This design comes from an exercise in tuning for small area, a short achievable clock period and few clock cycles per item on the open sky130 flow, not from production work. Where RTL was checked, it was by simulation tests only, not by an equivalence proof against the original. Only the layout flow was run in run 2; the RTL was not checked for function there.

==> flow/design.v (outline; a module is shown in full before it is edited, if it fits) <==
// module hilo_md_unit: 871 lines
module hilo_md_unit #(
    parameter int DATA_W    = 32,
    parameter int DIV_CNT_W = 6
) (
    input  logic              cpu_clk_50M,
    input  logic              cpu_rst_n,
    input  logic              flush_i,
    input  logic              op_valid_i,
    output logic              op_ready_o,
    input  logic [2:0]        op_i,
    input  logic              sign_i,
    input  logic [DATA_W-1:0] src_a_i,
    input  logic [DATA_W-1:0] src_b_i,
    output logic [DATA_W-1:0] hi_o,
    output logic [DATA_W-1:0] lo_o,
    output logic              done_o
);
  // ...
==> flow/flow/run.sh <==
#!/bin/bash
set -euo pipefail
export SETUP_SLACK_MARGIN=6.5
export BUFFER_PORTS_ARGS="-buffer_cell sky130_fd_sc_hd__buf_4"
bash standard.sh finish > standard.log 2>&1
==> flow/standard.sh <==
#!/bin/bash
# synth_recipe.tcl (not shown) runs the flow's synth.tcl, then flattens the netlist and writes it again
# the make line also repeats each setting of config.mk as NAME=value (left out here)
make -C /OpenROAD-flow-scripts/flow DESIGN_CONFIG=/design/flow/config.mk WORK_HOME=/design/flow/orfs CLKGATE_MAP_FILE= SYNTH_SCRIPT=/design/flow/synth_recipe.tcl "${@:-finish}"
==> flow/config.mk <==
export PLATFORM = sky130hd
export DESIGN_NAME = hilo_md_unit
export DESIGN_NICKNAME = hilo_md_unit
export VERILOG_FILES = /design/flow/design.v
export SDC_FILE = /design/flow/constraint.sdc
export NUM_CORES = 4
export LEC_CHECK = 0
export ABC_AREA = 1
export CAP_MARGIN = 20
export CORE_MARGIN = 2
export CORE_UTILIZATION = 40
export SLEW_MARGIN = 20
==> flow/constraint.sdc <==
create_clock -name core_clock -period 14.0 [get_ports {cpu_clk_50M}]
set_input_delay 2.8000 -clock core_clock [delete_from_list [all_inputs] [get_ports {cpu_clk_50M}]]
set_output_delay 2.8000 -clock core_clock [all_outputs]
set_load 0.01 [all_outputs]
==> results.json, run 1 <==
{
  "status": "complete, no violations",
  "yosys_warnings": 2,
  "inverters": 627,
  "yosys.area.top_type_share_pct": 24.8,
  "final.clkbuf_count": 39,
  "post-route-period-util_pct": 63.5,
  "dp_hpwl_um": 171000,
  "vias_per_cell": 6.28,
  "tns_ns": 0,
  "cpPeakStageDelay_ns": 0.37,
  "min_from": "cnt_q[0]$_DFF_P_",
  "ant_nets": 0,
  "worst_slack_ns": 5.11,
  "synth_top_family_by_area": "adder cells",
  "path_max_fanout": 11,
  "busiest_layer": "met2",
  "reg2reg_to": "hl_s_q[0]$_DFFE_PP0P_",
  "nets": 7782,
  "grt_pass1_vias": 52707,
  "synth_ff_type": "dfrtp_1",
  "crit_cells": 62
}
Testbench counts, summed over its fixed seeds: cycles 14,682, ops 12,000.
==> run 2, diff against run 1 <==
--- a/flow/design.v
+++ b/flow/design.v
@@ -12,17 +12,17 @@
     input  logic              sign_i,
     input  logic [DATA_W-1:0] src_a_i,
     input  logic [DATA_W-1:0] src_b_i,
     output logic [DATA_W-1:0] hi_o,
     output logic [DATA_W-1:0] lo_o,
     output logic              done_o
 );
     localparam int c_w2  = 2 * DATA_W;
-    localparam int DIV_K = 4;                        
+    localparam int DIV_K = 2;                        
     localparam logic [2:0] c_op_mthi = 3'd1;
     localparam logic [2:0] c_op_mtlo = 3'd2;
     localparam logic [2:0] c_op_mult = 3'd3;
     localparam logic [2:0] c_op_madd = 3'd4;
     localparam logic [2:0] c_op_msub = 3'd5;
     localparam logic [2:0] c_op_div  = 3'd6;
     function automatic logic [1:0] fa(input logic x, input logic y, input logic z);
         fa = {(x & y) | ((x ^ y) & z), (x ^ y) ^ z};
@@ -64,17 +64,17 @@
     endfunction
     logic                 busy_q;
     logic                 done_q;
     logic [c_w2-1:0]      hl_s_q, hl_c_q;   
     logic [DATA_W-1:0]    quo_q;            
     logic [DATA_W-1:0]    rem_q;
     logic [DATA_W-1:0]    dvs_q;
     logic                 qneg_q, rneg_q;
-    logic [2:0]           cnt_q;            
+    logic [3:0]           cnt_q;            
     logic [c_w2-1:0]      w_hl;
     always_comb begin : hl_cpa
         logic [c_w2-1:0] p, g, gg, pp;
         p  = hl_s_q ^ hl_c_q;
         g  = hl_s_q & hl_c_q;
         gg = g;
         pp = p;
         for (int d = 1; d < c_w2; d = d * 2) begin
@@ -778,17 +778,17 @@
     assign w_a_ones = src_a_i ^ {DATA_W{w_a_neg}};
     assign w_b_ones = src_b_i ^ {DATA_W{w_b_neg}};
     assign w_a_mag  = w_a_ones + DATA_W'(w_a_neg);
     assign w_b_mag  = w_b_ones + DATA_W'(w_b_neg);
     assign w_b_zero = (src_b_i == '0);
     assign w_m      = 7'd31 + {1'b0, lzc32(w_a_ones)} - {1'b0, lzc32(w_b_ones)}
                       - 7'(w_a_neg & low_mask(w_a_ones)) + 7'(w_b_neg & low_mask(w_b_ones));
     assign w_div_quick = w_m[5];
-    assign w_skip   = {w_m[4:2], 2'b00};
+    assign w_skip   = {w_m[4:1], 1'b0};
     assign w_dvd_sh = {{DATA_W{1'b0}}, w_a_mag} << w_skip;
     logic [DATA_W-1:0] w_q_end, w_r_end;
     always_comb begin : div_steps
         logic [DATA_W:0]   sh, diff;
         logic [DATA_W-1:0] rem, quo;
         rem = rem_q;
         quo = quo_q;
         for (int k = 0; k < DIV_K; k++) begin
@@ -854,20 +854,20 @@
                 endcase
             end
         end
     end
     always_ff @(posedge cpu_clk_50M) begin
         if (busy_q) begin
             rem_q <= w_r_end;
             quo_q <= w_q_end;
-            cnt_q <= cnt_q - 3'd1;
+            cnt_q <= cnt_q - 4'd1;
         end else begin
             rem_q  <= w_dvd_sh[c_w2-1:DATA_W];
             quo_q  <= w_dvd_sh[DATA_W-1:0];
             dvs_q  <= w_b_mag;
             qneg_q <= w_a_neg ^ w_b_neg;
             rneg_q <= w_a_neg;
-            cnt_q  <= ~w_m[4:2];
+            cnt_q  <= ~w_m[4:1];
         end
     end
 endmodule
 `default_nettype wire
==> flow/run.sh (new file) <==
#!/bin/bash
# synth_recipe.tcl (not shown) runs the flow's synth.tcl, then flattens the netlist and writes it again
# the make line also repeats each setting of config.mk as NAME=value (left out here)
make -C /OpenROAD-flow-scripts/flow DESIGN_CONFIG=/design/flow/config.mk WORK_HOME=/design/flow/orfs CLKGATE_MAP_FILE= SYNTH_SCRIPT=/design/flow/synth_recipe.tcl finish
--- a/flow/config.mk
+++ b/flow/config.mk
@@ -4,9 +4,10 @@
 export VERILOG_FILES = /design/flow/design.v
 export SDC_FILE = /design/flow/constraint.sdc
 export NUM_CORES = 4
 export LEC_CHECK = 0
 export ABC_AREA = 1
 export CAP_MARGIN = 20
 export CORE_MARGIN = 2
 export CORE_UTILIZATION = 40
+export SETUP_SLACK_MARGIN = 5
 export SLEW_MARGIN = 20
removed: flow/flow/run.sh
removed: flow/standard.sh
==> results.json, run 2 <==
{
  "ys_seq_area_share_pct": 11.9,
  "hold_class": "reg2reg",
  "cpPeakStageDelay_ns": 0.74,
  "die_w_um": 348,
  "numCtsBuffers": 29,
  "synth_ff_type": "dfrtp_1",
  "yosys.area.top_type_share_pct": 26.4,
  "maxCapViolations": 0,
  "synthesis.area_mm2": 0.0473,
  "worstSetupStartpointType": "primary input",
  "grt_use_total_pct": 35.6,
  "regToRegSetupSlack_ns": 6.74,
  "final_cell_mix": "nand2_1, xor2_1, fa_1",
  "syn_inst": 6302,
  "final_common_cell": "nand2_1",
  "ant_nets": 0,
  "worst_path_max_delay_cell": "clkdlybuf4s50_1",
  "cts_tree": "done",
  "slew_violations": 0,
  "cts_root_buffer": "clkbuf_16",
  "crit_cells": 22,
  "die_area_mm2": 0.121,
  "yosysTopAreaCell": "fa_1",
  "placeableCoreArea_mm2": 0.118,
  "antenna_found_initial": 5,
  "worst_pin_slew_ns": 1.21,
  "largestRegisters": "hl_c_q (64), hl_s_q (64)",
  "clock_path_buffers": 3,
  "n_fill_cell": 11914,
  "hold_depth": 2,
  "initial_utilization_pct": 40.2,
  "cp_data_required_time_ns": 14.51,
  "ys_types": 59,
  "nets": 7054,
  "wl_per_cell_um": 28.5,
  "crit_type": "in2reg",
  "clk_pin_slew_ns": 0.07,
  "crit_path_cell_trace": "clkdlybuf4s50_1, inv_1, nand2_1, nand2_1, buf_4, nand2_4, o22ai_1, xor2_1, fa_1, fa_1, fa_1, fa_1, fa_1, fa_1, inv_1, ha_1, nand2_1, nand3_1, o21ai_0, nand2_1, nand3_1, nand2_1",
  "path_buf_inv": 4,
  "rows": 126,
  "cp.arrival_ns": 9.33,
  "tns_ns": 0,
  "routabilityCongestion": 1.02,
  "yosys-top-cells-area": "fa_1, xor2_1, nand2_1",
  "yosysMostFrequentCell": "nand2_1",
  "hold_viol": 0,
  "setup_viol": 0,
  "slew_headroom_pct": 19.3,
  "dr_total_vias": 47896,
  "fin_skew_ns": 0.0140,
  "portBuffers": 137,
  "die_y_um": 348,
  "gr-total-overflow": 0,
  "post-route-drc-count": 0,
  "grt_pass1_vias": 47135,
  "synth_edf_count": 34,
  "critPathTopFamily": "adder cells",
  "cts_sinks": 232,
  "post-route-period-util_pct": 63.0,
  "end_kind": "flop",
  "yosys-top-cells-count": "nand2_1, xor2_1, fa_1, o22ai_1, inv_1",
  "yosys_warnings": 2,
  "ys_ff_latch": 232,
  "fmax_mhz": 113,
  "rsz0062_at_grt": "false",
  "area.growth.synth_to_final_pct": 8.97,
  "cp_common_cell": "fa_1",
  "synth-async-reset-ratio_pct": 56.0,
  "status": "complete, no violations",
  "synth.avg_cell_area_um2": 7.50,
  "grt_max_degree": 85,
  "ios": 138,
  "wl_um": 221000,
  "drive_gt1_share_pct": 4.62,
  "reg2reg_depth": 30,
  "syn-num-nets": 7187,
  "fin_crit_ns": 8.82,
  "grt_pass1_wl_um": 322000,
  "vias_per_cell": 6.20,
  "drt-initial-drc-count": 6703,
  "path_max_fanout": 35,
  "htreeDepth": 1,
  "drt_pass1_iterations": 8,
  "dp_hpwl_um": 156000,
  "clk_latency_ns": 0.62
}
[run 2: changes by cell type after synthesis, sizes merged, moves of 39 or more]
cell and delta:
nand3 +133, nand2 +123, o21ai -90, xor2 -77, clkbuf +67, ha -64
o31ai -64, buf -61, inv -53, a21oi -48, xnor2 -39
[run 2: final timing paths]
| path | end | startpoint |
|---|---|---|
| min in group asynchronous | hl_s_q[58]$_DFFE_PP0P_ | cpu_rst_n |
| worst min-delay path | quo_q[12]$_DFF_P_ | quo_q[10]$_DFF_P_ |
| worst max-delay path | hl_s_q[38]$_DFFE_PP0P_ | src_b_i[7] |
| max in group asynchronous | busy_q$_DFF_PP0_ | cpu_rst_n |
| worst max register to register | hl_s_q[22]$_DFFE_PP0P_ | dvs_q[0]$_DFFE_PN_ |
| worst min register to register | quo_q[12]$_DFF_P_ | quo_q[10]$_DFF_P_ |
[run 2: layout make-up]
cell class | instances | area [um2] | share of cell area [%]
diodes | 1 | 2.50 | 0.00486
clock buffers | 36 | 812 | 1.58
clock inverters | 18 | 218 | 0.423
inverters | 554 | 2130 | 4.15
multi-input cells | 5093 | 38300 | 74.3
flip-flops and latches | 232 | 5640 | 11.0
well taps | 1536 | 1920 | 3.73
repair buffers | 258 | 2470 | 4.79
repair inverters | 1 | 11.3 | 0.0219
[run 2: cells by family after synthesis]
group	synth area share, %
AO/OA/AOI/OAI	14.1
adder cells (fa/ha/maj)	31.4
multiplexers	0.0212
AND/OR/NAND/NOR	21.4
XOR/XNOR	13.0
buffers and inverters	8.14
flip-flops	11.9
[run 2: what timing repair did]
item,in CTS,in global routing
setup buffers,3,13
endpoints found under the setup margin,189,142
gates cloned,2,4
pin swaps,4,4
resized for setup,47,55
hold buffers,0,0
[run 2: metrics by stage]
step           instance area [um2]  hold slack (ns)  std cells  util (%)  setup slack (ns)
2_1_floorplan                47300            0.464       6302         -              5.66
3_3_place_gp                 50000            0.488       7652      42.5              2.41
3_5_place_dp                 50000            0.490       7652      42.5              2.26
4_1_cts                      51200            0.502       7711      43.5              5.05
5_1_grt                      51500            0.534       7728      43.8              5.03
6_report                     51500            0.502       7729      43.8              5.18
[run 2: metal layers]
layer	GRT usage [%]	routed length, um
met1	48.6	87700
met3	12.0	31300
met5	0.560	99
met4	14.8	11600
met2	51.4	89900
[run 2: worst min-delay path, stage by stage, from the launching register on]
cell     delay (ns)
dfxtp_1        0.32
inv_1          0.07
o21ai_0        0.06

separate check: timing with driven ports:
The results above use ideal ports. As a check the final layouts listed here were re-extracted and re-timed, cells and wires unchanged.
Step 1 assumes that a clkbuf_16 drives the clock port and a buf_2 every other input.
Step 2 adds t to the input delays and takes it off the output delays; t is the mean of the earliest and latest rising clock arrival at the registers after step 1. Input paths then give back, and output paths get back, about the clock's delay inside the block.
Slacks: ideal ports / drivers / drivers and shift; pairs: ideal ports / drivers.
run	t, ns	setup WS [ns]	slew at the worst register clock pin (ns)
run 1	0.726	5.112 / 5.112 / 4.946	0.07 / 0.07
run 2	0.667	5.178 / 5.209 / 4.542	0.07 / 0.07
After both steps setup and hold are still met in every run listed. For run 2, which loses most, drivers alone change the setup slack by +0.031 ns; drivers and shift together by -0.636 ns.
